Context: an optimization exercise on an open-source flow, tuned for small area. The choices shown serve that exercise and are no tape-out recipe.
The RTL was checked by simulation tests, not by an equivalence proof against the original design.
No activity file was given, so power comes from the tool's default toggle rates.

// ipdc_top
module ipdc_top #(
	parameter int IMG_SIDE = 8,
	parameter int WIN_SIDE = 4
) (
	input  logic               i_clk,
	input  logic               i_rst_n,
	input  logic               i_op_valid,
	input  ipdc_pkg::op_mode_t i_op_mode,
	input  logic               i_in_valid,
	input  ipdc_pkg::pixel_t   i_in_data,
	output logic               o_in_ready,
	output logic               o_out_valid,
	output ipdc_pkg::pixel_t   o_out_data
);
==> module ipdc_ctrl, before the edit <==
module ipdc_ctrl #(
	parameter int IMG_SIDE = 8,
	parameter int WIN_SIDE = 4
) (
	input  logic               i_clk,
	input  logic               i_rst_n,
	input  logic               i_op_valid,
	input  ipdc_pkg::op_mode_t i_op_mode,
	input  logic               i_in_valid,
	output logic               o_in_ready,
	output logic               o_rot,
	output logic               o_ins,
	output logic [4:0]         o_tap,
	output logic               o_loaded,
	output logic               o_rd_act,
	output logic               o_rd_ycc
);
	localparam int COL_W = $clog2(IMG_SIDE);
	localparam int EDGE  = IMG_SIDE - WIN_SIDE;
	typedef enum logic [1:0] {
		IDLE,
		LOAD,
		SHOW
	} state_t;
	state_t              state;
	logic [3:0]          win_cnt;
	ipdc_pkg::pix_addr_t origin;
	logic                ycbcr_mode;
	ipdc_pkg::pix_addr_t ring_pos;
	ipdc_pkg::pix_addr_t rd_off;
	logic                op_acc;
	logic                align;
	logic [COL_W-1:0]    org_col;
	logic [ipdc_pkg::ADDR_W-COL_W-1:0] org_row;
	assign o_in_ready = (state != SHOW);
	assign op_acc     = (state == IDLE) && i_op_valid;
	assign o_ins      = (state == LOAD) && i_in_valid;
	assign org_col = origin[COL_W-1:0];
	assign org_row = origin[ipdc_pkg::ADDR_W-1:COL_W];
	assign align = origin[0] ^ ring_pos[0];
	assign o_rot = (state == LOAD) ? o_ins : (o_rd_act | align);
	assign rd_off = origin - ring_pos;
	always_ff @(posedge i_clk) begin
		if (state == SHOW && !o_rd_act) begin
			o_tap    <= rd_off[5:1];
			o_rd_ycc <= ycbcr_mode;
		end else if (o_rd_act && win_cnt[1:0] == 2'd0) begin
			o_tap <= o_tap + 5'd2;
		end
	end
	always_ff @(posedge i_clk or negedge i_rst_n) begin
		if (!i_rst_n) begin
			state      <= IDLE;
			win_cnt    <= '0;
			origin     <= '0;
			ycbcr_mode <= 1'b0;
			ring_pos   <= '0;
			o_loaded   <= 1'b0;
			o_rd_act   <= 1'b0;
		end else begin
			if (op_acc && i_op_mode == ipdc_pkg::OP_LOAD)
				ring_pos <= '0;
			else
				ring_pos <= ring_pos + ipdc_pkg::pix_addr_t'(o_rot);
			o_rd_act <= (state == SHOW);
			case (state)
				IDLE: begin
					if (op_acc) begin
						case (i_op_mode)
							ipdc_pkg::OP_LOAD: state <= LOAD;
							ipdc_pkg::OP_SHIFT_RIGHT: begin
								if (int'(org_col) < EDGE)
									origin <= origin + 1'b1;
								state <= SHOW;
							end
							ipdc_pkg::OP_SHIFT_DOWN: begin
								if (int'(org_row) < EDGE)
									origin <= origin + ipdc_pkg::pix_addr_t'(IMG_SIDE);
								state <= SHOW;
							end
							ipdc_pkg::OP_DEFAULT: begin
								origin <= '0;
								state  <= SHOW;
							end
							ipdc_pkg::OP_ZOOM: begin
								origin <= ipdc_pkg::ZOOM_ORIGIN;
								state  <= SHOW;
							end
							ipdc_pkg::OP_FILTER: state <= IDLE;
							ipdc_pkg::OP_YCBCR: begin
								ycbcr_mode <= 1'b1;
								state      <= SHOW;
							end
							ipdc_pkg::OP_RGB: begin
								ycbcr_mode <= 1'b0;
								state      <= SHOW;
							end
						endcase
					end
				end
				LOAD: begin
					if (o_ins && &ring_pos) begin
						o_loaded <= 1'b1;
						state    <= IDLE;
					end
				end
				SHOW: begin
					win_cnt <= win_cnt + 1'b1;
					if (&win_cnt)
						state <= IDLE;
				end
				default: state <= IDLE;
			endcase
		end
	end
endmodule
export LEC_CHECK = 0
export CAP_MARGIN = 20
export CORE_MARGIN = 2
export CORE_UTILIZATION = 40
export CTS_CLUSTER_DIAMETER = 80
export CTS_CLUSTER_SIZE = 25
export SLEW_MARGIN = 20
export SYNTH_HIERARCHICAL = 1
export SYNTH_MINIMUM_KEEP_SIZE = 0
create_clock -name core_clock -period 6.0 [get_ports {i_clk}]
standard.sh (not shown) runs the stock make flow with config.mk's settings and CLKGATE_MAP_FILE= SYNTH_SCRIPT=/design/flow/synth_recipe.tcl, a recipe that flattens the netlist after the stock synthesis.
==> flow/flow/run.sh <==
#!/bin/bash
# Own layout flow: the standard flow (standard.sh, unchanged synthesis and
# steps) with two settings passed to ORFS through the environment:
#  - port buffers are the smallest buffer, sky130_fd_sc_hd__buf_1, instead of
#    the default cell (every input and output port still gets its buffer);
#  - clock tree synthesis clusters sinks by at most 16 within 60 um, drives
#    each cluster with a sky130_fd_sc_hd__clkbuf_8 and adds no dummy loads
#    (the clock tree is still built from the port by CTS).
# Each tool's full output stays in the ORFS logs under orfs/logs; this
# script's own output goes to standard.log.
set -euo pipefail
export BUFFER_PORTS_ARGS="-buffer_cell sky130_fd_sc_hd__buf_1"
export CTS_ARGS="-sink_clustering_enable -repair_clock_nets -sink_clustering_size 16 -sink_clustering_max_diameter 60 -sink_clustering_buffer sky130_fd_sc_hd__clkbuf_8 -dont_use_dummy_load"
bash standard.sh > standard.log 2>&1
==> next run, changes <==
--- a/flow/design.v
+++ b/flow/design.v
@@ -415,10 +415,10 @@
 							ipdc_pkg::OP_SHIFT_RIGHT: begin
 								if (int'(org_col) < EDGE)
-									origin <= origin + 1'b1;
+									origin[COL_W-1:0] <= org_col + 1'b1;
 								state <= SHOW;
 							end
 							ipdc_pkg::OP_SHIFT_DOWN: begin
 								if (int'(org_row) < EDGE)
-									origin <= origin + ipdc_pkg::pix_addr_t'(IMG_SIDE);
+									origin[ipdc_pkg::ADDR_W-1:COL_W] <= org_row + 1'b1;
 								state <= SHOW;
 							end
Area after synthesis is about the same.
Sequential power stays flat.
Via count came out lower by 1.5%.
Global-route usage came out higher by 0.26 points.
Cell area came out lower by 0.36%.
Worst setup slack loses 77 ps.
Total power drops by 0.46%.
Count of clock-buffer cells in the layout shrinks by 4.
Final cell count falls by 0.39%.
Wire length stays flat.
Clock skew goes up by 3.0 ps.
Flip-flop and latch count is unchanged.
Synthesized cell count is lower by 0.42%.

---

## before
ipdc_top, a different RTL version from the one above (not shown whole).
For scale: ~1,600 flip-flops, ~57 I/O pins, roughly 0.057 mm^2 of cells after synthesis.
==> module pixel_formatter, before the edit <==
module pixel_formatter (
	input  logic             i_clk,
	input  logic             i_rst_n,
	input  logic             i_valid,
	input  logic             i_loaded,
	input  logic             i_ycbcr,
	input  ipdc_pkg::pixel_t i_pixel,
	output logic             o_out_valid,
	output ipdc_pkg::pixel_t o_out_data
);
	ipdc_pkg::pixel_t pix;
	ipdc_pkg::chan_t  r, g, b;
	logic [12:0]      y_sum, cb_sum, cr_sum;
	ipdc_pkg::chan_t  y, cb, cr;
	ipdc_pkg::pixel_t fmt_pix;
	logic             bt_valid;
	ipdc_pkg::pixel_t bt_pix;
	always_ff @(posedge i_clk or negedge i_rst_n) begin
		if (!i_rst_n)
			bt_valid <= 1'b0;
		else
			bt_valid <= i_valid;
	end
	always_ff @(posedge i_clk)
		bt_pix <= i_pixel;
	assign pix = i_loaded ? bt_pix : '0;
	assign r = pix[7:0];
	assign g = pix[15:8];
	assign b = pix[23:16];
	function automatic logic [25:0] csa(input logic [12:0] a, input logic [12:0] b,
		input logic [12:0] c);
		logic [12:0] s, k;
		s   = a ^ b ^ c;
		k   = (a & b) | (a & c) | (b & c);
		csa = {k[11:0], 1'b0, s};
	endfunction
	function automatic logic [12:0] rca(input logic [12:0] a, input logic [12:0] b);
		logic        c;
		logic [12:0] s;
		c = 1'b0;
		for (int i = 0; i < 13; i++) begin
			s[i] = a[i] ^ b[i] ^ c;
			c    = (a[i] & b[i]) | (a[i] & c) | (b[i] & c);
		end
		rca = s;
	endfunction
	logic [25:0] y_cs1, y_cs2, cb_cs1, cb_cs2, cr_cs1, cr_cs2, cr_cs3;
	assign y_cs1  = csa({4'b0, r, 1'b0}, {3'b0, g, 2'b0}, {5'b0, g});
	assign y_cs2  = csa(y_cs1[12:0], y_cs1[25:13], 13'd4);
	assign y_sum  = rca(y_cs2[12:0], y_cs2[25:13]);
	assign cb_cs1 = csa({3'b0, b, 2'b0}, {5'b0, ~r}, {4'b0, ~g, 1'b0});
	assign cb_cs2 = csa(cb_cs1[12:0], cb_cs1[25:13], 13'd263);
	assign cb_sum = rca(cb_cs2[12:0], cb_cs2[25:13]);
	assign cr_cs1 = csa({3'b0, r, 2'b0}, {4'b0, ~g, 1'b0}, {5'b0, ~g});
	assign cr_cs2 = csa(cr_cs1[12:0], cr_cs1[25:13], {5'b0, ~b});
	assign cr_cs3 = csa(cr_cs2[12:0], cr_cs2[25:13], 13'd8);
	assign cr_sum = rca(cr_cs3[12:0], cr_cs3[25:13]);
	assign y  = y_sum[10:3];
	assign cb = cb_sum[11] ? 8'hff : cb_sum[10:3];
	assign cr = cr_sum[11] ? 8'hff : cr_sum[10:3];
	assign fmt_pix = i_ycbcr ? {cr, cb, y} : pix;
	always_ff @(posedge i_clk or negedge i_rst_n) begin
		if (!i_rst_n) begin
			o_out_valid <= 1'b0;
			o_out_data  <= '0;
		end else begin
			o_out_valid <= bt_valid;
			o_out_data  <= bt_valid ? fmt_pix : '0;
		end
	end
endmodule
==> module ipdc_ctrl, before the edit <==
module ipdc_ctrl #(
	parameter int IMG_SIDE = 8,
	parameter int WIN_SIDE = 4
) (
	input  logic               i_clk,
	input  logic               i_rst_n,
	input  logic               i_op_valid,
	input  ipdc_pkg::op_mode_t i_op_mode,
	input  logic               i_in_valid,
	output logic               o_in_ready,
	output logic               o_rot,
	output logic               o_ins,
	output logic [4:0]         o_tap,
	output logic               o_loaded,
	output logic               o_rd_act,
	output logic               o_rd_ycc
);
	localparam int COL_W = $clog2(IMG_SIDE);
	localparam int EDGE  = IMG_SIDE - WIN_SIDE;
	typedef enum logic [1:0] {
		IDLE,
		LOAD,
		SHOW
	} state_t;
	state_t              state;
	logic [3:0]          win_cnt;
	ipdc_pkg::pix_addr_t origin;
	logic                ycbcr_mode;
	ipdc_pkg::pix_addr_t ring_pos;
	logic [1:0]          rd_col;
	ipdc_pkg::pix_addr_t rd_off;
	logic                op_acc;
	logic                align;
	logic [COL_W-1:0]    org_col;
	logic [ipdc_pkg::ADDR_W-COL_W-1:0] org_row;
	assign o_in_ready = (state != SHOW);
	assign op_acc     = (state == IDLE) && i_op_valid;
	assign o_ins      = (state == LOAD) && i_in_valid;
	assign org_col = origin[COL_W-1:0];
	assign org_row = origin[ipdc_pkg::ADDR_W-1:COL_W];
	assign align = origin[0] ^ ring_pos[0];
	assign o_rot = (state == LOAD) ? o_ins : (o_rd_act | align);
	assign rd_off = origin - ring_pos;
	always_ff @(posedge i_clk or negedge i_rst_n) begin
		if (!i_rst_n) begin
			state      <= IDLE;
			win_cnt    <= '0;
			origin     <= '0;
			ycbcr_mode <= 1'b0;
			ring_pos   <= '0;
			o_loaded   <= 1'b0;
			o_rd_act   <= 1'b0;
			rd_col     <= '0;
			o_tap      <= '0;
			o_rd_ycc   <= 1'b0;
		end else begin
			if (state == LOAD)
				ring_pos <= ring_pos + ipdc_pkg::pix_addr_t'(o_ins);
			else if (op_acc && i_op_mode == ipdc_pkg::OP_LOAD)
				ring_pos <= '0;
			else
				ring_pos <= ring_pos + ipdc_pkg::pix_addr_t'(o_rot);
			o_rd_act <= (state == SHOW);
			if (state == SHOW && !o_rd_act) begin
				o_tap    <= rd_off[5:1];
				o_rd_ycc <= ycbcr_mode;
			end else if (o_rd_act && &rd_col) begin
				o_tap <= o_tap + 5'd2;
			end
			rd_col <= o_rd_act ? rd_col + 2'd1 : 2'd0;
			case (state)
				IDLE: begin
					if (op_acc) begin
						win_cnt <= '0;
						case (i_op_mode)
							ipdc_pkg::OP_LOAD: state <= LOAD;
							ipdc_pkg::OP_SHIFT_RIGHT: begin
								if (int'(org_col) < EDGE)
									origin <= origin + 1'b1;
								state <= SHOW;
							end
							ipdc_pkg::OP_SHIFT_DOWN: begin
								if (int'(org_row) < EDGE)
									origin <= origin + ipdc_pkg::pix_addr_t'(IMG_SIDE);
								state <= SHOW;
							end
							ipdc_pkg::OP_DEFAULT: begin
								origin <= '0;
								state  <= SHOW;
							end
							ipdc_pkg::OP_ZOOM: begin
								origin <= ipdc_pkg::ZOOM_ORIGIN;
								state  <= SHOW;
							end
							ipdc_pkg::OP_FILTER: state <= IDLE;
							ipdc_pkg::OP_YCBCR: begin
								ycbcr_mode <= 1'b1;
								state      <= SHOW;
							end
							ipdc_pkg::OP_RGB: begin
								ycbcr_mode <= 1'b0;
								state      <= SHOW;
							end
						endcase
					end
				end
				LOAD: begin
					if (o_ins && &ring_pos) begin
						o_loaded <= 1'b1;
						state    <= IDLE;
					end
				end
				SHOW: begin
					win_cnt <= win_cnt + 1'b1;
					if (&win_cnt)
						state <= IDLE;
				end
				default: state <= IDLE;
			endcase
		end
	end
endmodule
Settings: LEC_CHECK=0, CAP_MARGIN=20, CORE_MARGIN=2, CORE_UTILIZATION=40, CTS_CLUSTER_DIAMETER=80, CTS_CLUSTER_SIZE=25, SLEW_MARGIN=20; clock period 6.0 ns.
run.sh (not shown) runs the stock make flow with config.mk's settings and CLKGATE_MAP_FILE= SYNTH_SCRIPT=/design/flow/synth_recipe.tcl, a recipe that flattens the netlist after the stock synthesis.
Stock flow here: none of the scripts above is used.
Changes in after relative to before:
==> flow/design.v, changed modules only <==
module pixel_formatter (
	input  logic             i_clk,
	input  logic             i_rst_n,
	input  logic             i_valid,
	input  logic             i_loaded,
	input  logic             i_ycbcr,
	input  ipdc_pkg::pixel_t i_pixel,
	output logic             o_out_valid,
	output ipdc_pkg::pixel_t o_out_data
);
	ipdc_pkg::pixel_t pix;
	ipdc_pkg::chan_t  r, g, b;
	logic [10:0]      y_sum;
	logic [11:0]      cb_sum, cr_sum;
	ipdc_pkg::chan_t  y, cb, cr;
	ipdc_pkg::pixel_t fmt_pix;
	assign pix = i_loaded ? i_pixel : '0;
	assign r = pix[7:0];
	assign g = pix[15:8];
	assign b = pix[23:16];
	assign y_sum  = {2'b0, r, 1'b0} + {1'b0, g, 2'b0} + {3'b0, g} + 11'd4;
	assign cb_sum = {2'b0, b, 2'b0} + {4'b0, ~r} + {3'b0, ~g, 1'b0} + 12'd263;
	assign cr_sum = {2'b0, r, 2'b0} + {3'b0, ~g, 1'b0} + {4'b0, ~g} + {4'b0, ~b} + 12'd8;
	assign y  = y_sum[10:3];
	assign cb = cb_sum[11] ? 8'hff : cb_sum[10:3];
	assign cr = cr_sum[11] ? 8'hff : cr_sum[10:3];
	assign fmt_pix = i_ycbcr ? {cr, cb, y} : pix;
	always_ff @(posedge i_clk or negedge i_rst_n) begin
		if (!i_rst_n) begin
			o_out_valid <= 1'b0;
			o_out_data  <= '0;
		end else begin
			o_out_valid <= i_valid;
			o_out_data  <= i_valid ? fmt_pix : '0;
		end
	end
endmodule
module ipdc_ctrl #(
	parameter int IMG_SIDE = 8,
	parameter int WIN_SIDE = 4
) (
	input  logic               i_clk,
	input  logic               i_rst_n,
	input  logic               i_op_valid,
	input  ipdc_pkg::op_mode_t i_op_mode,
	input  logic               i_in_valid,
	output logic               o_in_ready,
	output logic               o_rot,
	output logic               o_ins,
	output logic [4:0]         o_tap,
	output logic               o_loaded,
	output logic               o_rd_act,
	output logic               o_rd_ycc
);
	localparam int COL_W = $clog2(IMG_SIDE);
	localparam int EDGE  = IMG_SIDE - WIN_SIDE;
	typedef enum logic [1:0] {
		IDLE,
		LOAD,
		SHOW
	} state_t;
	state_t              state;
	logic [3:0]          win_cnt;
	ipdc_pkg::pix_addr_t origin;
	logic                ycbcr_mode;
	ipdc_pkg::pix_addr_t ring_pos;
	logic                rd_pre;
	logic [1:0]          rd_col;
	ipdc_pkg::pix_addr_t rd_off;
	logic                op_acc;
	logic                align;
	logic [COL_W-1:0]    org_col;
	logic [ipdc_pkg::ADDR_W-COL_W-1:0] org_row;
	assign o_in_ready = (state != SHOW);
	assign op_acc     = (state == IDLE) && i_op_valid;
	assign o_ins      = (state == LOAD) && i_in_valid;
	assign org_col = origin[COL_W-1:0];
	assign org_row = origin[ipdc_pkg::ADDR_W-1:COL_W];
	assign align = origin[0] ^ ring_pos[0];
	assign o_rot = (state == LOAD) ? o_ins : (o_rd_act | align);
	assign rd_off = origin - ring_pos;
	always_ff @(posedge i_clk or negedge i_rst_n) begin
		if (!i_rst_n) begin
			state      <= IDLE;
			win_cnt    <= '0;
			origin     <= '0;
			ycbcr_mode <= 1'b0;
			ring_pos   <= '0;
			o_loaded   <= 1'b0;
			rd_pre     <= 1'b0;
			o_rd_act   <= 1'b0;
			rd_col     <= '0;
			o_tap      <= '0;
			o_rd_ycc   <= 1'b0;
		end else begin
			if (state == LOAD)
				ring_pos <= ring_pos + ipdc_pkg::pix_addr_t'(o_ins);
			else if (op_acc && i_op_mode == ipdc_pkg::OP_LOAD)
				ring_pos <= '0;
			else
				ring_pos <= ring_pos + ipdc_pkg::pix_addr_t'(o_rot);
			rd_pre   <= (state == SHOW);
			o_rd_act <= rd_pre;
			if (rd_pre && !o_rd_act) begin
				o_tap    <= rd_off[5:1];
				o_rd_ycc <= ycbcr_mode;
			end else if (o_rd_act && &rd_col) begin
				o_tap <= o_tap + 5'd2;
			end
			rd_col <= o_rd_act ? rd_col + 2'd1 : 2'd0;
			case (state)
				IDLE: begin
					if (op_acc) begin
						win_cnt <= '0;
						case (i_op_mode)
							ipdc_pkg::OP_LOAD: state <= LOAD;
							ipdc_pkg::OP_SHIFT_RIGHT: begin
								if (int'(org_col) < EDGE)
									origin <= origin + 1'b1;
								state <= SHOW;
							end
							ipdc_pkg::OP_SHIFT_DOWN: begin
								if (int'(org_row) < EDGE)
									origin <= origin + ipdc_pkg::pix_addr_t'(IMG_SIDE);
								state <= SHOW;
							end
							ipdc_pkg::OP_DEFAULT: begin
								origin <= '0;
								state  <= SHOW;
							end
							ipdc_pkg::OP_ZOOM: begin
								origin <= ipdc_pkg::ZOOM_ORIGIN;
								state  <= SHOW;
							end
							ipdc_pkg::OP_FILTER: state <= IDLE;
							ipdc_pkg::OP_YCBCR: begin
								ycbcr_mode <= 1'b1;
								state      <= SHOW;
							end
							ipdc_pkg::OP_RGB: begin
								ycbcr_mode <= 1'b0;
								state      <= SHOW;
							end
						endcase
					end
				end
				LOAD: begin
					if (o_ins && &ring_pos) begin
						o_loaded <= 1'b1;
						state    <= IDLE;
					end
				end
				SHOW: begin
					win_cnt <= win_cnt + 1'b1;
					if (&win_cnt)
						state <= IDLE;
				end
				default: state <= IDLE;
			endcase
		end
	end
endmodule
Results
- Across before and after, the outcome is the same: a clean finish for every run.
- Compared with before, in after worst hold slack decreased 12 ps; power density normalized to cell area decreased 11 mW/mm^2; maximum net fanout on the critical path increased 21; routed wire length increased 2900 um; row count decreased 1.

static timing again, ports no longer ideal:
In the flow no input, the clock included, has a driving cell. The finished layouts below were timed again as built, in two steps.
Step 1: set_driving_cell puts a clkbuf_16 on i_clk and a buf_2 on each other input, an assumption about the parent block.
Step 2 times the ports against the registers' clock, not the clock port: input delays grow and output delays shrink by t, the midpoint of the rising clock arrivals with the driver on.
a / b / c = ideal ports / drivers / drivers and shift; a / b = the first two.
| run | t (ns) | setup slack, ns | worst setup path at the end | worst data-port slew with drivers (ns) | pins driven straight from the clock port |
|---|---|---|---|---|---|
| the first run of note 1 | 0.723 | 1.210 / 1.210 / 1.210 | register to register | 0.05 | 1 |
| the second run of note 1 | 0.734 | 1.133 / 1.133 / 1.133 | register to register | 0.04 | 1 |
| before | 0.745 | 0.243 / 0.243 / 0.243 | register to register | 0.06 | 1 |
| after | 0.788 | 0.223 / 0.223 / 0.223 | register to register | 0.04 | 1 |
After both steps setup and hold are still met in every run listed.
